This is an optimization exercise on Yosys and OpenROAD, whose aim is small area, a short achievable clock period and few clock cycles per item, not a production implementation.
Where RTL was checked, it was by simulation tests only, not by an equivalence proof against the original.
Function not checked in run 3: the RTL went through the layout flow alone.

## flow/design.v (module list and top-level ports; edited modules follow where they fit)
// module ptpd_axis: 199 lines
// module ptpd_ctrl: 117 lines
// module ptpd_pd_term: 633 lines
// module ptpd_conv1: 317 lines
// module ptpd_conv2: 148 lines
// module pan_tilt_pd_tracker: 116 lines
module pan_tilt_pd_tracker (
	input  logic                                    clk,
	input  logic                                    arst_n,
	input  logic                                    cfg_we,
	input  logic [ptpd_pkg::CFG_IDX_BITS-1:0]       cfg_index,
	input  logic [ptpd_pkg::CFG_DATA_BITS-1:0]      cfg_data,
	input  logic                                    in_valid,
	output logic                                    in_ready,
	input  logic signed [ptpd_pkg::ERROR_BITS-1:0]  pan_pixel_error,
	input  logic signed [ptpd_pkg::ERROR_BITS-1:0]  tilt_pixel_error,
	input  logic                                    target_seen,
	input  logic [ptpd_pkg::AGE_BITS-1:0]           link_age_ms,
	input  logic                                    stop_press,
	output logic                                    out_valid,
	input  logic                                    out_ready,
	output logic [ptpd_pkg::PULSE_BITS-1:0]         pan_pulse_us,
	output logic [ptpd_pkg::PULSE_BITS-1:0]         tilt_pulse_us,
	output logic                                    tracking_active,
	output logic                                    drive_enabled
);
  // ...
==> flow/flow/run.sh <==
#!/bin/bash
set -euo pipefail
MARGIN=6.6
sed -i '/SETUP_SLACK_MARGIN/d' config.mk
echo "export SETUP_SLACK_MARGIN = ${MARGIN}" >> config.mk
bash standard.sh synth > synth.log 2>&1
R=orfs/results/${FLOW_PLATFORM}/pan_tilt_pd_tracker/base
cp $R/1_2_yosys.v yosys_netlist_orig.v
python3 flow/fapol.py yosys_netlist_orig.v $R/1_2_yosys.v > fapol.log 2>&1
rm -f $R/1_synth.odb $R/1_synth.sdc
bash standard.sh > standard.log 2>&1
==> flow/flow/fapol.py <==
#!/usr/bin/env python3
"""Remove inverters around full adders in a Yosys netlist.

A full adder is self-dual: FA(~a, ~b, ~c) = (~cout, ~sum). Where an adder's
inputs mostly come through inverters, or its outputs mostly feed
inverters, the adder is turned to work on the other polarity, which drops
those inverters. Only combinational cells change; registers, ports and
every other cell are left as they are.

usage: fapol.py IN.v OUT.v
"""
import re
import sys
from collections import defaultdict

FA = "sky130_fd_sc_hd__fa_1"
INV_TYPES = re.compile(r"^sky130_fd_sc_hd__(inv|clkinv)_\d+$")
NEW_INV = "sky130_fd_sc_hd__inv_1"

src = open(sys.argv[1]).read()
m = re.search(r"^module\s.*?;\n", src, re.S | re.M)
head_end = m.end()
end = src.rindex("endmodule")
body = src[head_end:end]

cell_re = re.compile(r"^\s*(sky130_fd_sc_hd__\w+)\s+(\S+)\s*\((.*?)\);\s*$", re.S | re.M)
pin_re = re.compile(r"\.(\w+)\(\s*(.*?)\s*\)\s*(?:,|$)", re.S)

decls = []
cells = {}
order = []
pos = 0
other = []
for cm in cell_re.finditer(body):
    other.append(body[pos:cm.start()])
    pos = cm.end()
    typ, name, pins = cm.group(1), cm.group(2), cm.group(3)
    pm = {}
    for p, n in pin_re.findall(pins):
        pm[p] = " ".join(n.split())
    cells[name] = [typ, pm]
    order.append(name)
other.append(body[pos:])
rest = "".join(other)
# anything but cells (wire/input/output declarations, assigns) is kept as is
if re.search(r"\bassign\b", rest):
    ext_assign = set(" ".join(x.split()) for x in re.findall(r"[\\\w][^=;,{}]*", " ".join(re.findall(r"assign\s+(.*?);", rest, re.S))))
else:
    ext_assign = set()

OUTS = {"X", "Y", "Q", "Q_N", "SUM", "COUT", "HI", "LO"}


def is_out(typ, p):
    return p in OUTS


drv = {}
loads = defaultdict(set)
for name, (typ, pm) in cells.items():
    for p, n in pm.items():
        if is_out(typ, p):
            drv[n] = (name, p)
        else:
            loads[n].add((name, p))

# nets seen by the outside: ports and names in assigns
ports = set()
for d in re.findall(r"^\s*(?:input|output|inout)\s+(?:\[[^\]]*\]\s*)?(.*?);", src, re.M):
    ports.add(" ".join(d.split()))


def external(n):
    base = n.split(" [")[0].strip()
    return n in ports or base in ports or n in ext_assign or base in ext_assign or "'" in n


nid = [0]


def new_net():
    nid[0] += 1
    return f"_fapol{nid[0]}_"


new_wires = []


def is_inv(name):
    return name in cells and INV_TYPES.match(cells[name][0]) is not None


def inv_src(n):
    d = drv.get(n)
    if d and is_inv(d[0]):
        return cells[d[0]][1]["A"]
    return None


def inv_of(n):
    """An existing inverter output for net n, if any."""
    for (c, p) in loads.get(n, ()):
        if is_inv(c) and p == "A":
            return cells[c][1]["Y"]
    return None


def gain(fa):
    typ, pm = cells[fa]
    g = 0
    for p in ("A", "B", "CIN"):
        n = pm[p]
        s = inv_src(n)
        if s is not None:
            if len(loads[n]) == 1 and not external(n):
                g += 1
        elif inv_of(n) is None:
            g -= 1
    for p in ("COUT", "SUM"):
        n = pm[p]
        ls = loads.get(n, set())
        invs = [c for (c, q) in ls if is_inv(c)]
        others = [x for x in ls if not is_inv(x[0])]
        g += len(invs)
        if others or external(n):
            g -= 1
    return g


def set_pin(c, p, n):
    old = cells[c][1][p]
    loads[old].discard((c, p))
    cells[c][1][p] = n
    loads[n].add((c, p))


def remove_cell(c):
    typ, pm = cells.pop(c)
    for p, n in pm.items():
        if is_out(typ, p):
            drv.pop(n, None)
        else:
            loads[n].discard((c, p))


def add_inv(a, y):
    name = f"_fapolc{nid[0]}_"
    nid[0] += 1
    cells[name] = [NEW_INV, {"A": a, "Y": y}]
    order.append(name)
    drv[y] = (name, "Y")
    loads[a].add((name, "A"))


def flip(fa):
    typ, pm = cells[fa]
    for p in ("A", "B", "CIN"):
        n = pm[p]
        s = inv_src(n)
        if s is not None:
            set_pin(fa, p, s)
            if not loads[n] and not external(n):
                remove_cell(drv[n][0])
        else:
            z = inv_of(n)
            if z is None:
                z = new_net()
                new_wires.append(z)
                add_inv(n, z)
            set_pin(fa, p, z)
    for p in ("COUT", "SUM"):
        n = pm[p]
        nn = new_net()
        new_wires.append(nn)
        drv.pop(n, None)
        cells[fa][1][p] = nn
        drv[nn] = (fa, p)
        ls = list(loads.get(n, set()))
        for (c, q) in ls:
            if c in cells and is_inv(c):
                y = cells[c][1]["Y"]
                if external(y):
                    # keep the net name: drive it from a buffer-free rename is
                    # not possible, so leave this inverter as a double one
                    continue
                for (c2, q2) in list(loads.get(y, set())):
                    set_pin(c2, q2, nn)
                remove_cell(c)
        rest_loads = [x for x in loads.get(n, set())]
        if rest_loads or external(n):
            add_inv(nn, n)


changed = True
flips = 0
while changed:
    changed = False
    for fa in [c for c in order if c in cells and cells[c][0] == FA]:
        if gain(fa) > 0:
            flip(fa)
            flips += 1
            changed = True

out = [src[:head_end]]
out.append(rest.rstrip("\n") + "\n" if False else "")
# keep declarations, add new wires, then cells
decl_text = rest
out.append(decl_text.rstrip() + "\n")
for w in new_wires:
    out.append(f"  wire {w};\n")
for c in order:
    if c not in cells:
        continue
    typ, pm = cells[c]
    pins = ",\n".join(f"    .{p}({n} )" if n.startswith("\\") else f"    .{p}({n})" for p, n in pm.items())
    out.append(f"  {typ} {c} (\n{pins}\n  );\n")
out.append(src[end:])
open(sys.argv[2], "w").write("".join(out))
ninv = sum(1 for c in cells if is_inv(c))
sys.stderr.write(f"fapol: {flips} adders turned, {ninv} inverters left\n")
==> flow/standard.sh <==
#!/bin/bash
# synth_recipe.tcl (not shown) runs the flow's synth.tcl, then flattens the netlist and writes it again
# the make line also repeats each setting of config.mk as NAME=value (left out here)
make -C /OpenROAD-flow-scripts/flow DESIGN_CONFIG=/design/flow/config.mk WORK_HOME=/design/flow/orfs CLKGATE_MAP_FILE= SYNTH_SCRIPT=/design/flow/synth_recipe.tcl "${@:-finish}"
==> flow/config.mk <==
export PLATFORM = sky130hd
export DESIGN_NAME = pan_tilt_pd_tracker
export DESIGN_NICKNAME = pan_tilt_pd_tracker
export VERILOG_FILES = /design/flow/design.v
export SDC_FILE = /design/flow/constraint.sdc
export NUM_CORES = 4
export LEC_CHECK = 0
export CAP_MARGIN = 20
export CORE_MARGIN = 2
export CORE_UTILIZATION = 70
export CTS_BUF_LIST = sky130_fd_sc_hd__clkbuf_4 sky130_fd_sc_hd__clkbuf_8
export CTS_CLUSTER_SIZE = 30
export SLEW_MARGIN = 20
export SETUP_SLACK_MARGIN = 6.6
==> flow/constraint.sdc <==
create_clock -name core_clock -period 11.0 [get_ports {clk}]
set_input_delay 2.2000 -clock core_clock [delete_from_list [all_inputs] [get_ports {clk}]]
set_output_delay 2.2000 -clock core_clock [all_outputs]
set_load 0.01 [all_outputs]
==> flow_summary_export.csv, run 1 <==
group,metric,value,unit
status,status,"complete, no violations",
timing,whs,417.7,ps
worst_setup_path,critPathLaunchType,"flop",
cts,cts.sinks,549,
drt,antenna_violating_nets_post_route,0,
worst_hold_path,holdPathEnd,"u_ctrl.trk4_q",
logic_synthesis,synthCells,4754,
final_layout,layout_commonest_cell,"inv_1",
global_routing,grt_max_degree,100,
die,die-area,0.07808,mm^2
worst_setup_path,cp.required,11440,ps
timing,setup_tns,0,ps
worst_setup_path,reg2reg_from,"u_pan.cv3_q",
cts,clkTransAtPathRegs,60,ps
timing,final_max_slew_viol_count,0,
die,ios,94,
cts,holdBufCountCts,0,
placed_design,dpl.hpwl,93240,um
global_routing,gr-usage-met3,7.081,%
global_routing,grt-ovfl-total,0,
timing,final-setup-viol-count,0,
die,core_area,0.07482,mm^2
timing,hold_viol,0,
timing,grt_setup_unrepaired,"yes",
final_layout,nFillCells,4954,
logic_synthesis,syn_nets,5966,
die,chipWidth,279.4,um
worst_setup_path,crit_chain,"fa_2 > a21o_1 > a21oi_2 > o21ai_2 > a31o_2 > nand4_1 > nand3b_1 > xor2_4 > buf_4 > ha_1 > inv_1 > fa_1 > ha_1 > a21o_1 > a211o_1 > a311o_1 > o21ai_0 > a21oi_1",
final_layout,multi_input_area_share,60.00,%
worst_setup_path,crit_end,"u_pan.cp4_q",
flow_run,maxCapViolations,0,
Testbench counts, summed over its fixed seeds: cycles 3,248, items 3,200.
==> run 2, diff against run 1 <==
--- a/flow/config.mk
+++ b/flow/config.mk
@@ -8,7 +8,8 @@
 export CAP_MARGIN = 20
 export CORE_MARGIN = 2
-export CORE_UTILIZATION = 70
+export CORE_UTILIZATION = 75
 export CTS_BUF_LIST = sky130_fd_sc_hd__clkbuf_4 sky130_fd_sc_hd__clkbuf_8
 export CTS_CLUSTER_SIZE = 30
+export PLACE_DENSITY = 0.8
 export SLEW_MARGIN = 20
 export SETUP_SLACK_MARGIN = 6.6
==> run 2 against run 1 <==
Maximum frequency decreased by 1.5%. Global-route usage increased by 2.5 points. Synthesized area unchanged. Critical endpoint is now u_tilt.cp4_q. Cell count decreased by 0.12%. First-iteration DRC count increased by 11%. Clock skew increased by 21 ps.
==> flow_summary_export.csv, run 2 <==
group,metric,value,unit
worst_setup_path,crit_chain,"fa_2 > fa_2 > inv_2 > nor2b_1 > o21ai_2 > a21oi_2 > o211ai_1 > a21oi_1 > nor3_2 > xor2_2 > xnor2_2 > buf_4 > xnor2_2 > fa_1 > ha_1 > or3_1 > o21ai_0 > a21oi_1 > a22oi_1 > a21oi_1",
worst_setup_path,reg2reg_slack,6470,ps
drt,vias_per_cell,6.276,
cts,worstSkewPairLatency,720,ps
final_layout,postLayoutCellArea,0.05770,mm^2
global_routing,grt_usage,35.09,%
drt,wl_met3,12150,um
die,core_area,0.07003,mm^2
worst_setup_path,critPathLaunchType,"flop",
cts,h-tree-depth,3,
drt,wl,126500,um
worst_hold_path,hold_class,"flop to flop",
die,rows,97,
final_layout,multi_input_area,0.03463,mm^2
worst_setup_path,cpPeakStageDelay,440,ps
logic_synthesis,synthCells,4754,
timing,slew-limit-headroom,25.91,%
global_routing,antenna_found_initial,1,
logic_synthesis,syn_area,0.05310,mm^2
worst_setup_path,cp.arrival,4990,ps
die,chipWidth,270.1,um
worst_setup_path,r2r-end,"u_tilt.cp4_q",
worst_setup_path,reg2reg_from,"u_tilt.cv3_q",
die,fp.dieH,270.1,um
status,status,"complete, no violations",
placed_design,place.gp.congestion,0.9594,
global_routing,grt-ovfl-total,0,
cts,cts-root-buf,"clkbuf_8",
logic_synthesis,syn_nets,5966,
drt,antenna_violating_nets_post_route,0,
timing,post-route-min-period,4534,ps
worst_setup_path,end_kind,"flop",
timing,grt_setup_unrepaired,"yes",
cts,cts.sinks,549,
worst_setup_path,cpMostUsedCell,"a21oi_1",
timing,whs,403.7,ps
worst_setup_path,reg2reg_depth,20,
worst_setup_path,slowest_stage,"fa_1",
timing,setup_tns,0,ps
logic_synthesis,syn_avg_cell_area,11.17,um^2
cts,cts_buffer_depth,3,
final_layout,area_delta_synth_final,8.655,%
flow_run,maxCapViolations,0,
placed_design,portBuffers,93,
logic_synthesis,yosysWarnings,4,
final_layout,reg.largest.list,"u_ctrl.out_q x26, u_ctrl.sk_q x26",
cts,clkTransAtPathRegs,60,ps
final_layout,nFillCells,4151,
drt,dr_wl_met2,59130,um
worst_setup_path,crit_fanout,3,
die,start_util,75.83,%
die,die-area,0.07295,mm^2
timing,final_max_slew_viol_count,0,
drt,drcViolationCount,0,
worst_setup_path,cp.required,11460,ps
drt,route.vias.total,36650,
placed_design,placed_area,0.05451,mm^2
timing,hold_viol,0,
final_layout,layout_commonest_cell,"inv_1",
cts,tritoncts,"yes",
timing,fin_skew,52.39,ps
drt,initialDrtViolationCount,3343,
placed_design,dpl.hpwl,94390,um
timing,final-setup-viol-count,0,
timing,post-route-period-util,41.21,%
global_routing,grt_pass1_vias,38070,
timing,max_freq,220.6,MHz
global_routing,grt_pass1_wl,202200,um
timing,worst_pin_slew,1111,ps
drt,wl_per_cell,21.66,um
final_layout,nets,6034,
drt,top_layer,"met4",
global_routing,grt_max_degree,100,
final_layout,final_cell_mix,"648 x inv_1, 615 x fa_1, 524 x ha_1, 441 x xnor2_1, 375 x a22oi_1",
drt,dr.pass1.iters,7,
worst_hold_path,holdPathEnd,"u_ctrl.hlt3_q",
cts,cts_buffers,89,
worst_hold_path,hold_depth,0,
worst_hold_path,hp-start,"u_ctrl.hlt2_q",
worst_setup_path,path_class,"flop to flop",
final_layout,drive_gt1_share,12.03,%
drt,m1WireLength,50880,um
final_layout,seqCellArea,0.01541,mm^2
die,ios,94,
[run 2: stage by stage]
step	utilization (%)	instances	setup WS, ps
6_report	82.39	5839	6466
5_1_grt	82.39	5839	6250
4_1_cts	81.50	5788	6402
3_5_place_dp	77.85	5557	5919
3_3_place_gp	77.85	5557	5973
2_1_floorplan	-	4754	6603
[run 2: worst max-delay path by stage]
stage	start	endpoint	slack [ps]
6_report	u_tilt.cv3_q	u_tilt.cp4_q	6470
5_1_grt	u_tilt.cv3_q	u_tilt.cp4_q	6250
4_1_cts	u_tilt.cv3_q	u_tilt.cp4_q	6400
3_5_place_dp	link_age_ms[1]	u_tilt.p_two_q[5]	5920
3_3_place_gp	link_age_ms[1]	u_tilt.p_two_q[4]	5970
2_1_floorplan	u_tilt.xv3_q[0]	u_tilt.cp4_q	6600
[run 2: metal layers]
metal,vias up,global-route usage (%)
li1,16340,-
met1,18070,47.94
met2,1839,56.03
met3,404,7.868
met4,0,12.09
met5,-,0
[run 2: area by class of cell]
cell class                 count  area share (%)
multi-input combinational   3284           60.02
sequential                   549           26.70
inverter                     669           4.413
timing repair buffer         229           3.561
clock buffer                 137           2.845
tap                          940           2.038
clock inverter                30          0.4185
antenna                        1        0.004337
[run 2: timing repair]
item / CTS / global route
hold buffers: 0 / 0
setup endpoints to repair: 38 / 58
gates cloned: 0 / 0
pin swaps: 33 / 23
resized for setup: 36 / 51
buffers inserted: 64 / 49
[run 2: worst max-delay path: cells and delay by family (launching register included)]
family                   cells  cell delay [ps]
adder cells (fa/ha/maj)      4             1430
AO/OA/AOI/OAI                8             1000
AND/OR/NAND/NOR              3              610
XOR/XNOR                     3              600
flip-flops                   1              410
buffers and inverters        2              230
==> module ptpd_axis, before the edit <==
module ptpd_axis #(
	parameter bit NEG = 1'b0
) (
	input  logic                                    clk,
	input  logic                                    arst_n,
	input  logic                                    acc,
	input  logic                                    en,
	input  logic                                    track_now,
	input  logic                                    halt_now,
	input  logic                                    upd,
	input  logic signed [ptpd_pkg::ERROR_BITS-1:0]  err,
	input  logic [ptpd_pkg::GAIN_BITS:0]            gain_pd,
	input  logic [ptpd_pkg::GAIN_BITS-1:0]          gain_d,
	input  logic [ptpd_pkg::DEG_BITS-1:0]           angle_floor,
	input  logic [ptpd_pkg::DEG_BITS-1:0]           angle_ceiling,
	output logic [ptpd_pkg::PULSE_BITS-1:0]         pulse
);
	localparam int EB = ptpd_pkg::ERROR_BITS;
	localparam int ND = EB / 2;
	localparam int AB = ptpd_pkg::ANGLE_BITS;
	localparam int FB = ptpd_pkg::FRAC_BITS;
	localparam int DB = ptpd_pkg::DEG_BITS;
	localparam int TB = ptpd_pkg::DELTA_BITS;
	function automatic logic [3*ND-1:0] booth(input logic [EB-1:0] x, input logic flip);
		logic [EB:0]   xx;
		logic [ND-1:0] neg, one, two;
		xx = {x, 1'b0};
		for (int k = 0; k < ND; k++) begin
			one[k] = xx[2*k+1] ^ xx[2*k];
			two[k] = (xx[2*k+2] & ~xx[2*k+1] & ~xx[2*k]) | (~xx[2*k+2] & xx[2*k+1] & xx[2*k]);
			neg[k] = flip ? (~xx[2*k+2] & (xx[2*k+1] | xx[2*k]))
				: (xx[2*k+2] & ~(xx[2*k+1] & xx[2*k]));
		end
		booth = {neg, one, two};
	endfunction
	logic [EB-1:0]   prev_raw_q;
	logic            prev_sat_q;
	logic            prev_trk_q;
	logic [ND-1:0]   e_neg_q, e_one_q, e_two_q;
	logic [ND-1:0]   p_neg_q, p_one_q, p_two_q;
	logic [TB-1:0]   x1_q;
	logic [TB-1:0]   y1_q;
	logic            c1_q;
	logic [AB-1:0]   angle_q;
	logic [12:0]     xv3_q, yv3_q;
	logic            cv3_q;
	logic [DB-1:0]   deg3_q;
	logic [11:0]     xp4_q, yp4_q;
	logic            cp4_q;
	logic            sat;
	logic [ND-1:0]   e_neg, e_one, e_two;
	logic [ND-1:0]   p_neg, p_one, p_two;
	logic [TB-1:0]   x_now;
	logic [TB-1:0]   y_now;
	logic            c_now;
	logic [12:0]     xv_now, yv_now;
	logic            cv_now;
	logic [12:0]     v4;
	logic [11:0]     xp_now, yp_now;
	logic            cp_now;
	assign sat = NEG && (err == {1'b1, {(EB-1){1'b0}}});
	always_comb begin
		{e_neg, e_one, e_two} = booth(err, NEG);
		if (sat) begin
			e_neg[0] = 1'b1;
			e_one[0] = 1'b1;
		end
		{p_neg, p_one, p_two} = booth(prev_raw_q, !NEG);
		if (prev_sat_q) begin
			p_neg[0] = 1'b0;
			p_one[0] = 1'b1;
		end
		e_one = e_one & {ND{track_now}};
		e_two = e_two & {ND{track_now}};
		p_one = p_one & {ND{prev_trk_q && track_now}};
		p_two = p_two & {ND{prev_trk_q && track_now}};
	end
	always_ff @(posedge clk or negedge arst_n) begin
		if (!arst_n) begin
			prev_trk_q <= 1'b0;
		end else if (acc && !halt_now) begin
			prev_trk_q <= track_now;
		end
	end
	always_ff @(posedge clk) begin
		if (acc && !halt_now) begin
			prev_raw_q <= err;
			prev_sat_q <= sat;
		end
	end
	always_ff @(posedge clk) begin
		if (acc) begin
			e_neg_q <= e_neg;
			e_one_q <= e_one;
			e_two_q <= e_two;
			p_neg_q <= p_neg;
			p_one_q <= p_one;
			p_two_q <= p_two;
		end
	end
	ptpd_pd_term u_term (
		.e_neg (e_neg_q),
		.e_one (e_one_q),
		.e_two (e_two_q),
		.p_neg (p_neg_q),
		.p_one (p_one_q),
		.p_two (p_two_q),
		.gpd   (gain_pd),
		.gd    (gain_d),
		.xs    (x_now),
		.ys    (y_now),
		.c     (c_now)
	);
	always_ff @(posedge clk) begin
		if (en) begin
			x1_q <= x_now;
			y1_q <= y_now;
			c1_q <= c_now;
		end
	end
	localparam int SB = AB + 3;
	localparam logic [SB-1:0] NBIAS = -(SB'(1) << (TB - 1));
	logic [SB-1:0] a_ext;
	logic [SB-1:0] x_ext;
	logic [SB-1:0] y_ext;
	logic [SB-1:0] p2;
	logic [SB-1:0] q2;
	logic [SB-1:0] c_ext;
	logic [SB-1:0] nlo_ext;
	logic [SB-1:0] nhi_ext;
	logic [SB-1:0] s;
	logic [SB-1:0] s_lo;
	logic [SB-1:0] s_hi;
	logic          below;
	logic          above;
	logic [AB-1:0] a_new;
	assign a_ext   = SB'(angle_q);
	assign x_ext   = SB'(x1_q);
	assign y_ext   = SB'(y1_q);
	assign p2      = a_ext ^ x_ext ^ y_ext;
	assign q2      = ((a_ext & x_ext) | (a_ext & y_ext) | (x_ext & y_ext)) << 1;
	assign c_ext   = SB'(c1_q);
	assign nlo_ext = ~{3'b000, angle_floor, {FB{1'b0}}} + NBIAS + SB'(1);
	assign nhi_ext = ~{3'b000, angle_ceiling, {FB{1'b0}}} + NBIAS;
	assign s       = c_ext + p2 + q2 + NBIAS;
	assign s_lo    = nlo_ext + p2 + q2 + c_ext;
	assign s_hi    = nhi_ext + q2 + p2 + c_ext;
	assign below   = s_lo[SB-1];
	assign above   = !s_hi[SB-1];
	always_comb begin
		if (angle_floor > angle_ceiling) begin
			a_new = {angle_ceiling, {FB{1'b0}}};
		end else if (below) begin
			a_new = {angle_floor, {FB{1'b0}}};
		end else if (above) begin
			a_new = {angle_ceiling, {FB{1'b0}}};
		end else begin
			a_new = s[AB-1:0];
		end
	end
	always_ff @(posedge clk or negedge arst_n) begin
		if (!arst_n) begin
			angle_q <= {ptpd_pkg::RST_ANGLE_DEG, {FB{1'b0}}};
		end else if (upd) begin
			angle_q <= a_new;
		end
	end
	ptpd_conv1 u_conv1 (
		.dg (angle_q[AB-1:FB]),
		.fr (angle_q[FB-1:0]),
		.xs (xv_now),
		.ys (yv_now),
		.c  (cv_now)
	);
	always_ff @(posedge clk) begin
		if (en) begin
			xv3_q  <= xv_now;
			yv3_q  <= yv_now;
			cv3_q  <= cv_now;
			deg3_q <= angle_q[AB-1:FB];
		end
	end
	assign v4 = xv3_q + yv3_q + 13'(cv3_q);
	ptpd_conv2 u_conv2 (
		.v  (v4),
		.dg (deg3_q),
		.xs (xp_now),
		.ys (yp_now),
		.c  (cp_now)
	);
	always_ff @(posedge clk) begin
		if (en) begin
			xp4_q <= xp_now;
			yp4_q <= yp_now;
			cp4_q <= cp_now;
		end
	end
	assign pulse = xp4_q + yp4_q + 12'(cp4_q);
endmodule
==> module ptpd_conv1, before the edit <==
module ptpd_conv1 (
	input  logic [7:0] dg,
	input  logic [15:0] fr,
	output logic [12:0] xs,
	output logic [12:0] ys,
	output logic c
);
	logic w0, w1, w2, w3, w4, w5, w6, w7, w8, w9, w10, w11, w12, w13, w14, w15, w16, w17, w18, w19, w20, w21, w22, w23, w24, w25, w26, w27, w28, w29, w30, w31, w32, w33, w34, w35, w36, w37, w38, w39, w40, w41, w42, w43, w44, w45, w46, w47, w48, w49, w50, w51, w52, w53, w54, w55, w56, w57, w58, w59, w60, w61, w62, w63, w64, w65, w66, w67, w68, w69, w70, w71, w72, w73, w74, w75, w76, w77, w78, w79, w80, w81, w82, w83, w84, w85, w86, w87, w88, w89, w90, w91, w92, w93, w94, w95, w96, w97, w98, w99, w100, w101, w102, w103, w104, w105, w106, w107, w108, w109, w110, w111, w112, w113, w114, w115, w116, w117, w118, w119, w120, w121, w122, w123, w124, w125, w126, w127, w128, w129, w130, w131, w132, w133, w134, w135, w136, w137, w138, w139, w140, w141, w142, w143, w144, w145, w146, w147, w148, w149, w150, w151, w152, w153, w154, w155, w156, w157, w158, w159, w160, w161, w162, w163, w164, w165, w166, w167, w168, w169, w170, w171, w172, w173, w174, w175, w176, w177, w178, w179, w180, w181, w182, w183, w184, w185, w186, w187, w188, w189, w190, w191, w192, w193, w194, w195, w196, w197, w198, w199, w200, w201, w202, w203, w204, w205, w206, w207, w208, w209, w210, w211, w212, w213, w214, w215, w216, w217, w218, w219, w220, w221, w222, w223, w224, w225, w226, w227, w228, w229, w230, w231, w232, w233, w234, w235, w236, w237, w238, w239, w240, w241, w242, w243, w244, w245, w246, w247, w248, w249, w250, w251, w252, w253, w254, w255, w256, w257, w258, w259, w260, w261, w262, w263, w264, w265, w266, w267, w268, w269, w270, w271, w272, w273, w274, w275, w276, w277, w278, w279, w280, w281, w282, w283, w284, w285, w286, w287, w288, w289, w290, w291, w292, w293, w294, w295, w296, w297, w298, w299;
	logic [31:0] tx, ty;
	logic [19:0] tl;
	assign w0 = ~dg[0];
	assign w1 = ~dg[1];
	assign w2 = ~dg[2];
	assign w3 = ~dg[3];
	assign w4 = ~dg[4];
	assign w5 = ~dg[5];
	assign w6 = ~dg[6];
	assign w7 = ~dg[7];
	assign w8 = ~dg[0];
	assign w9 = ~dg[1];
	assign w10 = ~dg[2];
	assign w11 = ~dg[3];
	assign w12 = ~dg[4];
	assign w13 = ~dg[5];
	assign w14 = ~dg[6];
	assign w15 = ~dg[7];
	assign w16 = ~fr[0];
	assign w17 = ~fr[1];
	assign w18 = ~fr[2];
	assign w19 = ~fr[3];
	assign w20 = ~fr[4];
	assign w21 = ~fr[5];
	assign w22 = ~fr[6];
	assign w23 = ~fr[7];
	assign w24 = ~fr[8];
	assign w25 = ~fr[9];
	assign w26 = ~fr[10];
	assign w27 = ~fr[11];
	assign w28 = ~fr[12];
	assign w29 = ~fr[13];
	assign w30 = ~fr[14];
	assign w31 = ~fr[15];
	assign w32 = ~fr[0];
	assign w33 = ~fr[1];
	assign w34 = ~fr[2];
	assign w35 = ~fr[3];
	assign w36 = ~fr[4];
	assign w37 = ~fr[5];
	assign w38 = ~fr[6];
	assign w39 = ~fr[7];
	assign w40 = ~fr[8];
	assign w41 = ~fr[9];
	assign w42 = ~fr[10];
	assign w43 = ~fr[11];
	assign w44 = ~fr[12];
	assign w45 = ~fr[13];
	assign w46 = ~fr[14];
	assign w47 = ~fr[15];
	assign w48 = ~fr[0];
	assign w49 = ~fr[1];
	assign w50 = ~fr[2];
	assign w51 = ~fr[3];
	assign w52 = ~fr[4];
	assign w53 = ~fr[5];
	assign w54 = ~fr[6];
	assign w55 = ~fr[7];
	assign w56 = ~fr[8];
	assign w57 = ~fr[9];
	assign w58 = ~fr[10];
	assign w59 = ~fr[11];
	assign w60 = ~fr[12];
	assign w61 = ~fr[13];
	assign w62 = ~fr[14];
	assign w63 = ~fr[15];
	assign w64 = ~fr[0];
	assign w65 = ~fr[1];
	assign w66 = ~fr[2];
	assign w67 = ~fr[3];
	assign w68 = ~fr[4];
	assign w69 = ~fr[5];
	assign w70 = ~fr[6];
	assign w71 = ~fr[7];
	assign w72 = ~fr[8];
	assign w73 = ~fr[9];
	assign w74 = ~fr[10];
	assign w75 = ~fr[11];
	assign w76 = ~fr[12];
	assign w77 = ~fr[13];
	assign w78 = ~fr[14];
	assign w79 = ~fr[15];
	assign w80 = ~fr[0];
	assign w81 = ~fr[1];
	assign w82 = ~fr[2];
	assign w83 = ~fr[3];
	assign w84 = ~fr[4];
	assign w85 = ~fr[5];
	assign w86 = ~fr[6];
	assign w87 = ~fr[7];
	assign w88 = ~fr[8];
	assign w89 = ~fr[9];
	assign w90 = ~fr[10];
	assign w91 = ~fr[11];
	assign w92 = ~fr[12];
	assign w93 = ~fr[13];
	assign w94 = ~fr[14];
	assign w95 = ~fr[15];
	assign w96 = w28 ^ fr[9];
	assign w97 = w28 & fr[9];
	assign w98 = w29 ^ fr[10];
	assign w99 = w29 & fr[10];
	assign w100 = w30 ^ fr[11] ^ w41;
	assign w101 = (w30 & fr[11]) | (w30 & w41) | (fr[11] & w41);
	assign w102 = w31 ^ fr[12] ^ w42;
	assign w103 = (w31 & fr[12]) | (w31 & w42) | (fr[12] & w42);
	assign w104 = w0 ^ fr[13] ^ w43;
	assign w105 = (w0 & fr[13]) | (w0 & w43) | (fr[13] & w43);
	assign w106 = w1 ^ fr[14] ^ w44;
	assign w107 = (w1 & fr[14]) | (w1 & w44) | (fr[14] & w44);
	assign w108 = w2 ^ fr[15] ^ w45;
	assign w109 = (w2 & fr[15]) | (w2 & w45) | (fr[15] & w45);
	assign w110 = w3 ^ w46;
	assign w111 = w3 & w46;
	assign w112 = w4 ^ w8 ^ w47;
	assign w113 = (w4 & w8) | (w4 & w47) | (w8 & w47);
	assign w114 = w61 ^ w74;
	assign w115 = w61 & w74;
	assign w116 = w5 ^ w9 ^ w62;
	assign w117 = (w5 & w9) | (w5 & w62) | (w9 & w62);
	assign w118 = w75 ^ w89;
	assign w119 = w75 & w89;
	assign w120 = w6 ^ w10 ^ w63;
	assign w121 = (w6 & w10) | (w6 & w63) | (w10 & w63);
	assign w122 = w76 ^ w90;
	assign w123 = w76 & w90;
	assign w124 = w7 ^ w11 ^ dg[0];
	assign w125 = (w7 & w11) | (w7 & dg[0]) | (w11 & dg[0]);
	assign w126 = w23 ^ fr[4];
	assign w127 = w23 & fr[4];
	assign w128 = w24 ^ fr[5];
	assign w129 = w24 & fr[5];
	assign w130 = w25 ^ fr[6];
	assign w131 = w25 & fr[6];
	assign w132 = w26 ^ fr[7] ^ w37;
	assign w133 = (w26 & fr[7]) | (w26 & w37) | (fr[7] & w37);
	assign w134 = w51 ^ w64;
	assign w135 = w51 & w64;
	assign w136 = w27 ^ fr[8] ^ w38;
	assign w137 = (w27 & fr[8]) | (w27 & w38) | (fr[8] & w38);
	assign w138 = w52 ^ w65;
	assign w139 = w52 & w65;
	assign w140 = w96 ^ w39 ^ w53;
	assign w141 = (w96 & w39) | (w96 & w53) | (w39 & w53);
	assign w142 = w66 ^ w80 ^ 1'b1;
	assign w143 = (w66 & w80) | (w66 & 1'b1) | (w80 & 1'b1);
	assign w144 = w97 ^ w98 ^ w40;
	assign w145 = (w97 & w98) | (w97 & w40) | (w98 & w40);
	assign w146 = w54 ^ w67 ^ w81;
	assign w147 = (w54 & w67) | (w54 & w81) | (w67 & w81);
	assign w148 = w99 ^ w100 ^ w55;
	assign w149 = (w99 & w100) | (w99 & w55) | (w100 & w55);
	assign w150 = w68 ^ w82 ^ fr[0];
	assign w151 = (w68 & w82) | (w68 & fr[0]) | (w82 & fr[0]);
	assign w152 = w101 ^ w102 ^ w56;
	assign w153 = (w101 & w102) | (w101 & w56) | (w102 & w56);
	assign w154 = w69 ^ w83 ^ fr[1];
	assign w155 = (w69 & w83) | (w69 & fr[1]) | (w83 & fr[1]);
	assign w156 = w103 ^ w104 ^ w57;
	assign w157 = (w103 & w104) | (w103 & w57) | (w104 & w57);
	assign w158 = w70 ^ w84 ^ fr[2];
	assign w159 = (w70 & w84) | (w70 & fr[2]) | (w84 & fr[2]);
	assign w160 = w105 ^ w106 ^ w58;
	assign w161 = (w105 & w106) | (w105 & w58) | (w106 & w58);
	assign w162 = w71 ^ w85 ^ fr[3];
	assign w163 = (w71 & w85) | (w71 & fr[3]) | (w85 & fr[3]);
	assign w164 = w107 ^ w108 ^ w59;
	assign w165 = (w107 & w108) | (w107 & w59) | (w108 & w59);
	assign w166 = w72 ^ w86 ^ fr[4];
	assign w167 = (w72 & w86) | (w72 & fr[4]) | (w86 & fr[4]);
	assign w168 = w109 ^ w110 ^ w60;
	assign w169 = (w109 & w110) | (w109 & w60) | (w110 & w60);
	assign w170 = w73 ^ w87 ^ fr[5];
	assign w171 = (w73 & w87) | (w73 & fr[5]) | (w87 & fr[5]);
	assign w172 = w111 ^ w112 ^ w114;
	assign w173 = (w111 & w112) | (w111 & w114) | (w112 & w114);
	assign w174 = w88 ^ fr[6] ^ 1'b1;
	assign w175 = (w88 & fr[6]) | (w88 & 1'b1) | (fr[6] & 1'b1);
	assign w176 = w113 ^ w115 ^ w116;
	assign w177 = (w113 & w115) | (w113 & w116) | (w115 & w116);
	assign w178 = w118 ^ fr[7] ^ 1'b1;
	assign w179 = (w118 & fr[7]) | (w118 & 1'b1) | (fr[7] & 1'b1);
	assign w180 = w117 ^ w119 ^ w120;
	assign w181 = (w117 & w119) | (w117 & w120) | (w119 & w120);
	assign w182 = w122 ^ fr[8] ^ 1'b1;
	assign w183 = (w122 & fr[8]) | (w122 & 1'b1) | (fr[8] & 1'b1);
	assign w184 = w121 ^ w123 ^ w124;
	assign w185 = (w121 & w123) | (w121 & w124) | (w123 & w124);
	assign w186 = w77 ^ w91 ^ fr[9];
	assign w187 = (w77 & w91) | (w77 & fr[9]) | (w91 & fr[9]);
	assign w188 = w125 ^ w12 ^ dg[1];
	assign w189 = (w125 & w12) | (w125 & dg[1]) | (w12 & dg[1]);
	assign w190 = w78 ^ w92 ^ fr[10];
	assign w191 = (w78 & w92) | (w78 & fr[10]) | (w92 & fr[10]);
	assign w192 = w13 ^ dg[2] ^ w79;
	assign w193 = (w13 & dg[2]) | (w13 & w79) | (dg[2] & w79);
	assign w194 = w93 ^ fr[11] ^ 1'b1;
	assign w195 = (w93 & fr[11]) | (w93 & 1'b1) | (fr[11] & 1'b1);
	assign w196 = w14 ^ dg[3] ^ w94;
	assign w197 = (w14 & dg[3]) | (w14 & w94) | (dg[3] & w94);
	assign w198 = w15 ^ dg[4] ^ w95;
	assign w199 = (w15 & dg[4]) | (w15 & w95) | (dg[4] & w95);
	assign w200 = w21 ^ fr[2];
	assign w201 = w21 & fr[2];
	assign w202 = w22 ^ fr[3];
	assign w203 = w22 & fr[3];
	assign w204 = w126 ^ w34 ^ w48;
	assign w205 = (w126 & w34) | (w126 & w48) | (w34 & w48);
	assign w206 = w127 ^ w128 ^ w35;
	assign w207 = (w127 & w128) | (w127 & w35) | (w128 & w35);
	assign w208 = w129 ^ w130 ^ w36;
	assign w209 = (w129 & w130) | (w129 & w36) | (w130 & w36);
	assign w210 = w131 ^ w132 ^ w134;
	assign w211 = (w131 & w132) | (w131 & w134) | (w132 & w134);
	assign w212 = w133 ^ w135 ^ w136;
	assign w213 = (w133 & w135) | (w133 & w136) | (w135 & w136);
	assign w214 = w137 ^ w139 ^ w140;
	assign w215 = (w137 & w139) | (w137 & w140) | (w139 & w140);
	assign w216 = w141 ^ w143 ^ w144;
	assign w217 = (w141 & w143) | (w141 & w144) | (w143 & w144);
	assign w218 = w145 ^ w147 ^ w148;
	assign w219 = (w145 & w147) | (w145 & w148) | (w147 & w148);
	assign w220 = w149 ^ w151 ^ w152;
	assign w221 = (w149 & w151) | (w149 & w152) | (w151 & w152);
	assign w222 = w153 ^ w155 ^ w156;
	assign w223 = (w153 & w155) | (w153 & w156) | (w155 & w156);
	assign w224 = w157 ^ w159 ^ w160;
	assign w225 = (w157 & w159) | (w157 & w160) | (w159 & w160);
	assign w226 = w161 ^ w163 ^ w164;
	assign w227 = (w161 & w163) | (w161 & w164) | (w163 & w164);
	assign w228 = w165 ^ w167 ^ w168;
	assign w229 = (w165 & w167) | (w165 & w168) | (w167 & w168);
	assign w230 = w169 ^ w171 ^ w172;
	assign w231 = (w169 & w171) | (w169 & w172) | (w171 & w172);
	assign w232 = w173 ^ w175 ^ w176;
	assign w233 = (w173 & w175) | (w173 & w176) | (w175 & w176);
	assign w234 = w177 ^ w179 ^ w180;
	assign w235 = (w177 & w179) | (w177 & w180) | (w179 & w180);
	assign w236 = w181 ^ w183 ^ w184;
	assign w237 = (w181 & w183) | (w181 & w184) | (w183 & w184);
	assign w238 = w185 ^ w187 ^ w188;
	assign w239 = (w185 & w187) | (w185 & w188) | (w187 & w188);
	assign w240 = w189 ^ w191 ^ w192;
	assign w241 = (w189 & w191) | (w189 & w192) | (w191 & w192);
	assign w242 = w193 ^ w195 ^ w196;
	assign w243 = (w193 & w195) | (w193 & w196) | (w195 & w196);
	assign w244 = w197 ^ w198 ^ fr[13];
	assign w245 = (w197 & w198) | (w197 & fr[13]) | (w198 & fr[13]);
	assign w246 = w199 ^ dg[5] ^ fr[14];
	assign w247 = (w199 & dg[5]) | (w199 & fr[14]) | (dg[5] & fr[14]);
	assign w248 = w200 ^ w32;
	assign w249 = w200 & w32;
	assign w250 = w201 ^ w202 ^ w33;
	assign w251 = (w201 & w202) | (w201 & w33) | (w202 & w33);
	assign w252 = w203 ^ w204 ^ 1'b1;
	assign w253 = (w203 & w204) | (w203 & 1'b1) | (w204 & 1'b1);
	assign w254 = w205 ^ w206 ^ w49;
	assign w255 = (w205 & w206) | (w205 & w49) | (w206 & w49);
	assign w256 = w207 ^ w208 ^ w50;
	assign w257 = (w207 & w208) | (w207 & w50) | (w208 & w50);
	assign w258 = w209 ^ w210 ^ 1'b1;
	assign w259 = (w209 & w210) | (w209 & 1'b1) | (w210 & 1'b1);
	assign w260 = w211 ^ w212 ^ w138;
	assign w261 = (w211 & w212) | (w211 & w138) | (w212 & w138);
	assign w262 = w213 ^ w214 ^ w142;
	assign w263 = (w213 & w214) | (w213 & w142) | (w214 & w142);
	assign w264 = w215 ^ w216 ^ w146;
	assign w265 = (w215 & w216) | (w215 & w146) | (w216 & w146);
	assign w266 = w217 ^ w218 ^ w150;
	assign w267 = (w217 & w218) | (w217 & w150) | (w218 & w150);
	assign w268 = w219 ^ w220 ^ w154;
	assign w269 = (w219 & w220) | (w219 & w154) | (w220 & w154);
	assign w270 = w221 ^ w222 ^ w158;
	assign w271 = (w221 & w222) | (w221 & w158) | (w222 & w158);
	assign w272 = w223 ^ w224 ^ w162;
	assign w273 = (w223 & w224) | (w223 & w162) | (w224 & w162);
	assign w274 = w225 ^ w226 ^ w166;
	assign w275 = (w225 & w226) | (w225 & w166) | (w226 & w166);
	assign w276 = w227 ^ w228 ^ w170;
	assign w277 = (w227 & w228) | (w227 & w170) | (w228 & w170);
	assign w278 = w229 ^ w230 ^ w174;
	assign w279 = (w229 & w230) | (w229 & w174) | (w230 & w174);
	assign w280 = w231 ^ w232 ^ w178;
	assign w281 = (w231 & w232) | (w231 & w178) | (w232 & w178);
	assign w282 = w233 ^ w234 ^ w182;
	assign w283 = (w233 & w234) | (w233 & w182) | (w234 & w182);
	assign w284 = w235 ^ w236 ^ w186;
	assign w285 = (w235 & w236) | (w235 & w186) | (w236 & w186);
	assign w286 = w237 ^ w238 ^ w190;
	assign w287 = (w237 & w238) | (w237 & w190) | (w238 & w190);
	assign w288 = w239 ^ w240 ^ w194;
	assign w289 = (w239 & w240) | (w239 & w194) | (w240 & w194);
	assign w290 = w241 ^ w242 ^ fr[12];
	assign w291 = (w241 & w242) | (w241 & fr[12]) | (w242 & fr[12]);
	assign w292 = w243 ^ w244 ^ 1'b1;
	assign w293 = (w243 & w244) | (w243 & 1'b1) | (w244 & 1'b1);
	assign w294 = w245 ^ w246 ^ 1'b1;
	assign w295 = (w245 & w246) | (w245 & 1'b1) | (w246 & 1'b1);
	assign w296 = w247 ^ dg[6] ^ fr[15];
	assign w297 = (w247 & dg[6]) | (w247 & fr[15]) | (dg[6] & fr[15]);
	assign w298 = dg[7] ^ 1'b1;
	assign w299 = dg[7] & 1'b1;
	assign tx = {w299, w297, w295, w293, w291, w289, w287, w285, w283, w281, w279, w277, w275, w273, w271, w269, w267, w265, w263, w261, w259, w257, w255, w253, w251, w249, w248, w20, w19, w18, w17, w16};
	assign ty = {1'b1, w298, w296, w294, w292, w290, w288, w286, w284, w282, w280, w278, w276, w274, w272, w270, w268, w266, w264, w262, w260, w258, w256, w254, w252, w250, 1'b1, fr[1], fr[0], 1'b0, 1'b0, 1'b1};
	assign tl = {1'b0, tx[18:0]} + {1'b0, ty[18:0]};
	assign c  = tl[19];
	assign xs = tx[31:19];
	assign ys = ty[31:19];
endmodule
==> run 3, diff against run 2 <==
--- a/flow/design.v
+++ b/flow/design.v
@@ -64,5 +64,6 @@
 	logic            c1_q;
 	logic [AB-1:0]   angle_q;
-	logic [12:0]     xv3_q, yv3_q;
+	logic [6:0]      vl3_q;
+	logic [5:0]      xv3_q, yv3_q;
 	logic            cv3_q;
 	logic [DB-1:0]   deg3_q;
@@ -75,5 +76,6 @@
 	logic [TB-1:0]   y_now;
 	logic            c_now;
-	logic [12:0]     xv_now, yv_now;
+	logic [6:0]      vl_now;
+	logic [5:0]      xv_now, yv_now;
 	logic            cv_now;
 	logic [12:0]     v4;
@@ -190,4 +192,5 @@
 		.dg (angle_q[AB-1:FB]),
 		.fr (angle_q[FB-1:0]),
+		.s  (vl_now),
 		.xs (xv_now),
 		.ys (yv_now),
@@ -196,4 +199,5 @@
 	always_ff @(posedge clk) begin
 		if (en) begin
+			vl3_q  <= vl_now;
 			xv3_q  <= xv_now;
 			yv3_q  <= yv_now;
@@ -202,5 +206,5 @@
 		end
 	end
-	assign v4 = xv3_q + yv3_q + 13'(cv3_q);
+	assign v4 = {xv3_q + yv3_q + 6'(cv3_q), vl3_q};
 	ptpd_conv2 u_conv2 (
 		.v  (v4),
@@ -972,11 +976,12 @@
 	input  logic [7:0] dg,
 	input  logic [15:0] fr,
-	output logic [12:0] xs,
-	output logic [12:0] ys,
+	output logic [6:0] s,
+	output logic [5:0] xs,
+	output logic [5:0] ys,
 	output logic c
 );
 	logic w0, w1, w2, w3, w4, w5, w6, w7, w8, w9, w10, w11, w12, w13, w14, w15, w16, w17, w18, w19, w20, w21, w22, w23, w24, w25, w26, w27, w28, w29, w30, w31, w32, w33, w34, w35, w36, w37, w38, w39, w40, w41, w42, w43, w44, w45, w46, w47, w48, w49, w50, w51, w52, w53, w54, w55, w56, w57, w58, w59, w60, w61, w62, w63, w64, w65, w66, w67, w68, w69, w70, w71, w72, w73, w74, w75, w76, w77, w78, w79, w80, w81, w82, w83, w84, w85, w86, w87, w88, w89, w90, w91, w92, w93, w94, w95, w96, w97, w98, w99, w100, w101, w102, w103, w104, w105, w106, w107, w108, w109, w110, w111, w112, w113, w114, w115, w116, w117, w118, w119, w120, w121, w122, w123, w124, w125, w126, w127, w128, w129, w130, w131, w132, w133, w134, w135, w136, w137, w138, w139, w140, w141, w142, w143, w144, w145, w146, w147, w148, w149, w150, w151, w152, w153, w154, w155, w156, w157, w158, w159, w160, w161, w162, w163, w164, w165, w166, w167, w168, w169, w170, w171, w172, w173, w174, w175, w176, w177, w178, w179, w180, w181, w182, w183, w184, w185, w186, w187, w188, w189, w190, w191, w192, w193, w194, w195, w196, w197, w198, w199, w200, w201, w202, w203, w204, w205, w206, w207, w208, w209, w210, w211, w212, w213, w214, w215, w216, w217, w218, w219, w220, w221, w222, w223, w224, w225, w226, w227, w228, w229, w230, w231, w232, w233, w234, w235, w236, w237, w238, w239, w240, w241, w242, w243, w244, w245, w246, w247, w248, w249, w250, w251, w252, w253, w254, w255, w256, w257, w258, w259, w260, w261, w262, w263, w264, w265, w266, w267, w268, w269, w270, w271, w272, w273, w274, w275, w276, w277, w278, w279, w280, w281, w282, w283, w284, w285, w286, w287, w288, w289, w290, w291, w292, w293, w294, w295, w296, w297, w298, w299;
 	logic [31:0] tx, ty;
-	logic [19:0] tl;
+	logic [26:0] tl;
 	assign w0 = ~dg[0];
 	assign w1 = ~dg[1];
@@ -1281,8 +1286,9 @@
 	assign tx = {w299, w297, w295, w293, w291, w289, w287, w285, w283, w281, w279, w277, w275, w273, w271, w269, w267, w265, w263, w261, w259, w257, w255, w253, w251, w249, w248, w20, w19, w18, w17, w16};
 	assign ty = {1'b1, w298, w296, w294, w292, w290, w288, w286, w284, w282, w280, w278, w276, w274, w272, w270, w268, w266, w264, w262, w260, w258, w256, w254, w252, w250, 1'b1, fr[1], fr[0], 1'b0, 1'b0, 1'b1};
-	assign tl = {1'b0, tx[18:0]} + {1'b0, ty[18:0]};
-	assign c  = tl[19];
-	assign xs = tx[31:19];
-	assign ys = ty[31:19];
+	assign tl = {1'b0, tx[25:0]} + {1'b0, ty[25:0]};
+	assign s  = tl[25:19];
+	assign c  = tl[26];
+	assign xs = tx[31:26];
+	assign ys = ty[31:26];
 endmodule
 module ptpd_conv2 (
--- a/flow/config.mk
+++ b/flow/config.mk
@@ -8,8 +8,7 @@
 export CAP_MARGIN = 20
 export CORE_MARGIN = 2
-export CORE_UTILIZATION = 75
+export CORE_UTILIZATION = 70
 export CTS_BUF_LIST = sky130_fd_sc_hd__clkbuf_4 sky130_fd_sc_hd__clkbuf_8
 export CTS_CLUSTER_SIZE = 30
-export PLACE_DENSITY = 0.8
 export SLEW_MARGIN = 20
 export SETUP_SLACK_MARGIN = 6.6
==> run 3 against run 2 <==
Core utilization shrank 4.9 points. Synthesized area shrank 1.2%. Worst hold slack gained 15 ps. Sequential share of layout area shrank 0.67 points. Via count shrank 0.95%. Register-to-register slack lost 40 ps. Setup slack lost 38 ps. Maximum frequency shrank 0.84%. Routed wire length grew 1.0%.
==> flow_summary_export.csv, run 3 <==
group,metric,value,unit
drt,antenna_violating_nets_post_route,0,
final_layout,stdcell_count,5892,
timing,fin_skew,46.64,ps
status,status,"complete, no violations",
cts,tritoncts,"yes",
cts,cts.sinks,535,
die,fp.dieH,277.8,um
cts,holdBufCountCts,0,
global_routing,grt_max_degree,96,
drt,drcViolationCount,0,
cts,cts_buffers,91,
worst_setup_path,critPathBufInv,3,
cts,cts_buffer_depth,3,
cts,cts-root-buf,"clkbuf_8",
timing,hold_viol,0,
global_routing,antenna_found_initial,1,
timing,final_max_slew_viol_count,0,
drt,route.vias.total,36300,
logic_synthesis,synthCells,4748,
cts,worstSkewPairLatency,710,ps
worst_setup_path,critPathLaunchType,"flop",
worst_setup_path,path_delay_family,"adder cells",
worst_setup_path,cp.required,11460,ps
worst_setup_path,crit_chain,"buf_4 > buf_4 > fa_1 > inv_1 > fa_1 > fa_1 > fa_1 > ha_1 > nand3_2 > a2111oi_4 > a311oi_4 > a2111oi_4 > o21ai_1 > o31a_1",
logic_synthesis,yosysWarnings,4,
worst_setup_path,cpPeakStageDelay,530,ps
timing,setup_tns,0,ps
logic_synthesis,syn_area,0.05248,mm^2
die,core_area,0.07432,mm^2
final_layout,reg.largest.list,"u_ctrl.out_q x26, u_ctrl.sk_q x26",
final_layout,drive_gt1_share,12.84,%
placed_design,portBuffers,93,
final_layout,area_delta_synth_final,9.783,%
global_routing,grt_pass1_wl,202000,um
timing,grt_setup_unrepaired,"yes",
final_layout,nets,6065,
global_routing,grt-ovfl-total,0,
flow_run,maxCapViolations,0,
drt,wl,127800,um
timing,worst_pin_slew,1036,ps
timing,slew-limit-headroom,30.92,%
cts,h-tree-depth,3,
die,chipWidth,277.8,um
timing,final-setup-viol-count,0,
timing,post-route-period-util,41.56,%
worst_hold_path,hold_class,"flop to flop",
die,ios,94,
drt,vias_per_cell,6.161,
cts,clkTransAtPathRegs,60,ps
logic_synthesis,syn_nets,5968,
timing,max_freq,218.7,MHz
global_routing,grt_pass1_vias,37500,
drt,wl_per_cell,21.68,um
worst_setup_path,crit_fanout,7,
global_routing,grt_usage,33.45,%
worst_setup_path,end_kind,"flop",
worst_setup_path,path_class,"flop to flop",
placed_design,dpl.hpwl,94570,um
die,start_util,70.61,%
final_layout,layout_commonest_cell,"inv_1",
die,die-area,0.07717,mm^2
logic_synthesis,syn_avg_cell_area,11.05,um^2
worst_setup_path,cp.arrival,5030,ps
worst_setup_path,slowest_stage,"fa_1",
drt,dr.pass1.iters,9,
die,rows,100,
timing,post-route-min-period,4572,ps
worst_setup_path,cpMostUsedCell,"fa_1",
drt,initialDrtViolationCount,3669,
placed_design,dp.cells,5588,
placed_design,place.gp.congestion,0.9406,
final_layout,final_cell_mix,"669 x inv_1, 616 x fa_1, 512 x ha_1, 420 x xnor2_1, 374 x a22oi_1",
[run 3: final cells by class]
type | instances | area, um^2
Antenna cell | 1 | 2.502
Clock buffer | 124 | 1569
Clock inverter | 46 | 456.7
Fill cell | 4964 | 16710
Inverter | 710 | 2729
Multi-Input combinational cell | 3258 | 34420
Sequential cell | 535 | 15000
Tap cell | 969 | 1212
Timing Repair Buffer | 247 | 2208
Timing Repair inverter | 2 | 12.51
[run 3: stage by stage]
stage | setup slack [ps] | instance area, um^2 | utilization, % | hold WS [ps]
3_3_place_gp | 5174 | 53930 | 72.56 | 401.6
2_1_floorplan | 6565 | 52500 | - | 400.3
4_1_cts | 6399 | 56990 | 76.68 | 421.8
3_5_place_dp | 5099 | 53930 | 72.56 | 412.7
6_report | 6428 | 57610 | 77.52 | 418.3
5_1_grt | 6277 | 57610 | 77.52 | 438.7
[run 3: metal layers]
layer  global-route usage (%)  share of wire, %  up-vias
met3                    6.325               8.4      392
met1                    45.98                42    17950
met4                    12.20               3.9        0
met2                    53.53                46     1673
met5                        0                 0        -
li1                         -                 -    16290
[run 3: final timing paths]
kind | cells past startpoint | startpoint | slack (ps) | end
setup reg to reg | 14 | u_tilt.angle_q[15] | 6430 | u_tilt.vl3_q[6]
setup / recovery | 14 | u_tilt.angle_q[15] | 6430 | u_tilt.vl3_q[6]
max in group asynchronous | 2 | arst_n | 8270 | u_pan.angle_q[5]
hold / removal | 0 | u_ctrl.hlt3_q | 420 | u_ctrl.hlt4_q
hold reg to reg | 0 | u_ctrl.hlt3_q | 420 | u_ctrl.hlt4_q
min in group asynchronous | 1 | arst_n | 1400 | gain_pd_tilt_q[8]
[run 3: repair_timing]
| item | CTS | global route |
|---|---|---|
| gates cloned | 2 | 1 |
| gates resized for setup | 91 | 69 |
| setup endpoints to repair | 149 | 71 |
| buffers inserted | 83 | 46 |
| endpoints found under the hold margin | 0 | 0 |
| pin swaps | 52 | 61 |
==> run 4, diff against run 3 <==
--- a/flow/design.v
+++ b/flow/design.v
@@ -64,6 +64,6 @@
 	logic            c1_q;
 	logic [AB-1:0]   angle_q;
-	logic [6:0]      vl3_q;
-	logic [5:0]      xv3_q, yv3_q;
+	logic [3:0]      vl3_q;
+	logic [8:0]      xv3_q, yv3_q;
 	logic            cv3_q;
 	logic [DB-1:0]   deg3_q;
@@ -76,6 +76,6 @@
 	logic [TB-1:0]   y_now;
 	logic            c_now;
-	logic [6:0]      vl_now;
-	logic [5:0]      xv_now, yv_now;
+	logic [3:0]      vl_now;
+	logic [8:0]      xv_now, yv_now;
 	logic            cv_now;
 	logic [12:0]     v4;
@@ -206,5 +206,5 @@
 		end
 	end
-	assign v4 = {xv3_q + yv3_q + 6'(cv3_q), vl3_q};
+	assign v4 = {xv3_q + yv3_q + 9'(cv3_q), vl3_q};
 	ptpd_conv2 u_conv2 (
 		.v  (v4),
@@ -976,12 +976,12 @@
 	input  logic [7:0] dg,
 	input  logic [15:0] fr,
-	output logic [6:0] s,
-	output logic [5:0] xs,
-	output logic [5:0] ys,
+	output logic [3:0] s,
+	output logic [8:0] xs,
+	output logic [8:0] ys,
 	output logic c
 );
 	logic w0, w1, w2, w3, w4, w5, w6, w7, w8, w9, w10, w11, w12, w13, w14, w15, w16, w17, w18, w19, w20, w21, w22, w23, w24, w25, w26, w27, w28, w29, w30, w31, w32, w33, w34, w35, w36, w37, w38, w39, w40, w41, w42, w43, w44, w45, w46, w47, w48, w49, w50, w51, w52, w53, w54, w55, w56, w57, w58, w59, w60, w61, w62, w63, w64, w65, w66, w67, w68, w69, w70, w71, w72, w73, w74, w75, w76, w77, w78, w79, w80, w81, w82, w83, w84, w85, w86, w87, w88, w89, w90, w91, w92, w93, w94, w95, w96, w97, w98, w99, w100, w101, w102, w103, w104, w105, w106, w107, w108, w109, w110, w111, w112, w113, w114, w115, w116, w117, w118, w119, w120, w121, w122, w123, w124, w125, w126, w127, w128, w129, w130, w131, w132, w133, w134, w135, w136, w137, w138, w139, w140, w141, w142, w143, w144, w145, w146, w147, w148, w149, w150, w151, w152, w153, w154, w155, w156, w157, w158, w159, w160, w161, w162, w163, w164, w165, w166, w167, w168, w169, w170, w171, w172, w173, w174, w175, w176, w177, w178, w179, w180, w181, w182, w183, w184, w185, w186, w187, w188, w189, w190, w191, w192, w193, w194, w195, w196, w197, w198, w199, w200, w201, w202, w203, w204, w205, w206, w207, w208, w209, w210, w211, w212, w213, w214, w215, w216, w217, w218, w219, w220, w221, w222, w223, w224, w225, w226, w227, w228, w229, w230, w231, w232, w233, w234, w235, w236, w237, w238, w239, w240, w241, w242, w243, w244, w245, w246, w247, w248, w249, w250, w251, w252, w253, w254, w255, w256, w257, w258, w259, w260, w261, w262, w263, w264, w265, w266, w267, w268, w269, w270, w271, w272, w273, w274, w275, w276, w277, w278, w279, w280, w281, w282, w283, w284, w285, w286, w287, w288, w289, w290, w291, w292, w293, w294, w295, w296, w297, w298, w299;
 	logic [31:0] tx, ty;
-	logic [26:0] tl;
+	logic [23:0] tl;
 	assign w0 = ~dg[0];
 	assign w1 = ~dg[1];
@@ -1286,9 +1286,9 @@
 	assign tx = {w299, w297, w295, w293, w291, w289, w287, w285, w283, w281, w279, w277, w275, w273, w271, w269, w267, w265, w263, w261, w259, w257, w255, w253, w251, w249, w248, w20, w19, w18, w17, w16};
 	assign ty = {1'b1, w298, w296, w294, w292, w290, w288, w286, w284, w282, w280, w278, w276, w274, w272, w270, w268, w266, w264, w262, w260, w258, w256, w254, w252, w250, 1'b1, fr[1], fr[0], 1'b0, 1'b0, 1'b1};
-	assign tl = {1'b0, tx[25:0]} + {1'b0, ty[25:0]};
-	assign s  = tl[25:19];
-	assign c  = tl[26];
-	assign xs = tx[31:26];
-	assign ys = ty[31:26];
+	assign tl = {1'b0, tx[22:0]} + {1'b0, ty[22:0]};
+	assign s  = tl[22:19];
+	assign c  = tl[23];
+	assign xs = tx[31:23];
+	assign ys = ty[31:23];
 endmodule
 module ptpd_conv2 (
==> run 4 against run 3 <==
Count of clock-buffer cells in the layout grew 11. Setup slack gained 120 ps. Critical endpoint is now u_tilt.cv3_q. Largest cell class unchanged.
==> flow_summary_export.csv, run 4 <==
group,metric,value,unit
cts,h-tree-depth,3,
die,chipWidth,277.7,um
worst_setup_path,end_kind,"flop",
final_layout,reg.largest.list,"u_ctrl.out_q x26, u_ctrl.sk_q x26",
global_routing,grt_usage,32.01,%
worst_setup_path,reg2reg_depth,13,
timing,slew-limit-headroom,23.46,%
global_routing,grt_max_degree,94,
cts,holdBufCountCts,0,
drt,initialDrtViolationCount,2754,
die,fp.dieH,277.7,um
worst_setup_path,reg2reg_slack,6550,ps
worst_setup_path,cpPeakStageDelay,570,ps
placed_design,dp_slack,5905,ps
worst_setup_path,critPathBufInv,1,
worst_setup_path,crit_fanout,5,
timing,max_freq,224.7,MHz
drt,wl_per_cell,20.91,um
worst_setup_path,worst-path-stages,13,
cts,cts_buffers,91,
logic_synthesis,syn_nets,5915,
worst_setup_path,crit_chain,"inv_2 > ha_1 > fa_1 > fa_1 > fa_1 > ha_1 > a211o_1 > a2111oi_2 > a21o_1 > nand3_2 > o2111ai_2 > a21boi_2 > or2_2",
cts,clkTransAtPathRegs,60,ps
cts,cts_buffer_depth,3,
logic_synthesis,syn_area,0.05245,mm^2
global_routing,grt_pass1_wl,194100,um
timing,hold_viol,0,
drt,wl,121400,um
cts,worstSkewPairLatency,730,ps
cts,tritoncts,"yes",
logic_synthesis,synthCells,4699,
worst_hold_path,hold_depth,0,
die,die-area,0.07713,mm^2
drt,dr.pass1.iters,6,
timing,whs,422.3,ps
worst_setup_path,path_class,"flop to flop",
die,rows,100,
timing,setup_tns,0,ps
timing,worst_pin_slew,1148,ps
final_layout,stdcell_count,5807,
placed_design,dpl.hpwl,92060,um
timing,fin_ws,6550,ps
worst_setup_path,r2r-end,"u_tilt.cv3_q",
placed_design,dp.cells,5536,
timing,post-route-min-period,4450,ps
global_routing,grt-ovfl-total,0,
worst_setup_path,cp.arrival,4900,ps
final_layout,postLayoutCellArea,0.05729,mm^2
worst_setup_path,cpMostUsedCell,"fa_1",
worst_setup_path,path_delay_family,"adder cells",
final_layout,nets,5976,
global_routing,antenna_found_initial,2,
timing,fin_skew,41.63,ps
global_routing,grt_pass1_vias,36060,
drt,vias_per_cell,6.037,
logic_synthesis,syn_avg_cell_area,11.16,um^2
drt,antenna_violating_nets_post_route,0,
timing,final-setup-viol-count,0,
final_layout,area_delta_synth_final,9.230,%
die,ios,94,
die,start_util,70.57,%
cts,cts-root-buf,"clkbuf_8",
final_layout,layout_commonest_cell,"inv_1",
worst_hold_path,hp-start,"u_ctrl.trk2_q",
worst_setup_path,reg2reg_from,"u_tilt.angle_q[12]",
final_layout,drive_gt1_share,12.26,%
placed_design,portBuffers,93,
final_layout,final_cell_mix,"661 x inv_1, 615 x fa_1, 521 x ha_1, 443 x xnor2_1, 372 x a22oi_1",
worst_setup_path,slowest_stage,"fa_1",
placed_design,place.gp.congestion,0.9455,
final_layout,final_util,77.08,%
cts,cts.sinks,541,
drt,drcViolationCount,0,
worst_setup_path,crit_end,"u_tilt.cv3_q",
placed_design,placed_area,0.05389,mm^2
timing,grt_setup_unrepaired,"yes",
worst_setup_path,cp.required,11450,ps
timing,final_max_slew_viol_count,0,
drt,route.vias.total,35060,
status,status,"complete, no violations",
timing,post-route-period-util,40.46,%
die,core_area,0.07432,mm^2
worst_hold_path,hold_class,"flop to flop",
flow_run,maxCapViolations,0,
worst_setup_path,startpoint,"u_tilt.angle_q[12]",
worst_setup_path,critPathLaunchType,"flop",
logic_synthesis,yosysWarnings,4,
-- run 4: area by class of cell --
class	count	area, um^2
clock inverters	35	377.9
flip-flops and latches	541	15180
clock buffers	135	1639
multi-input cells	3223	34230
fillers	4956	17030
diodes	1	2.502
inverters	688	2643
well taps	969	1212
repair buffers	215	2001
-- run 4: worst min-delay path by stage --
stage	end	slack [ps]
after global routing	u_ctrl.trk3_q	430
after detailed placement	u_ctrl.hlt4_q	410
after global placement	u_ctrl.trk2_q	400
final	u_ctrl.trk3_q	420
after CTS	u_ctrl.hlt4_q	420
after floorplan	u_ctrl.hlt1_q	400
-- run 4: worst reg2reg max path: stages (launching register included) --
cell,delay [ps]
dfrtp_2,410
inv_2,130
ha_1,290
fa_1,570
fa_1,440
fa_1,500
ha_1,340
a211o_1,330
a2111oi_2,370
a21o_1,260
nand3_2,90
o2111ai_2,110
a21boi_2,80
or2_2,270
-- run 4: per-layer routing --
layer	global-route usage, %	part of all wire, %
met2	50.78	46
met5	0	0.011
met4	9.037	2.4
met3	6.864	9.0
met1	44.98	42
-- run 4: timing repair --
action                     CTS  global route
buffers inserted            48            51
pin swaps                   26            36
gates resized for setup     62            71
setup endpoints to repair   55           102
Testbench counts of run 4, summed over its fixed seeds: cycles 3,248, items 3,200.

[separate check: timing with driven ports]
Ports are ideal in the flow. The routed layouts listed here were re-timed in OpenROAD. Step 1: set_driving_cell puts a clkbuf_16 on clk and a buf_2 on each other input, an assumption about the parent block. Step 2 moves the port delays by t, midway between the first and last clock arrival at a register: inputs arrive t later, outputs are due t later. That takes back most of the time a late clock gives input paths. Three values: ideal ports, drivers, drivers and shift; two values: the first two.
| run | t (ns) | setup slack, ns | latest minus earliest clock arrival (ns) | slew at the worst register clock pin (ns) |
|---|---|---|---|---|
| run 1 | 0.769 | 6.536 / 6.536 / 5.944 | 0.035 / 0.036 | 0.08 / 0.08 |
| run 2 | 0.764 | 6.466 / 6.466 / 5.967 | 0.052 / 0.053 | 0.07 / 0.07 |
| run 3 | 0.754 | 6.428 / 6.428 / 6.113 | 0.051 / 0.051 | 0.08 / 0.08 |
| run 4 | 0.770 | 6.550 / 6.550 / 6.006 | 0.045 / 0.044 | 0.08 / 0.08 |
After both steps every run listed still meets setup and hold. For run 1, which loses most, drivers alone change the setup slack by 0.000 ns; drivers and shift together by -0.592 ns.
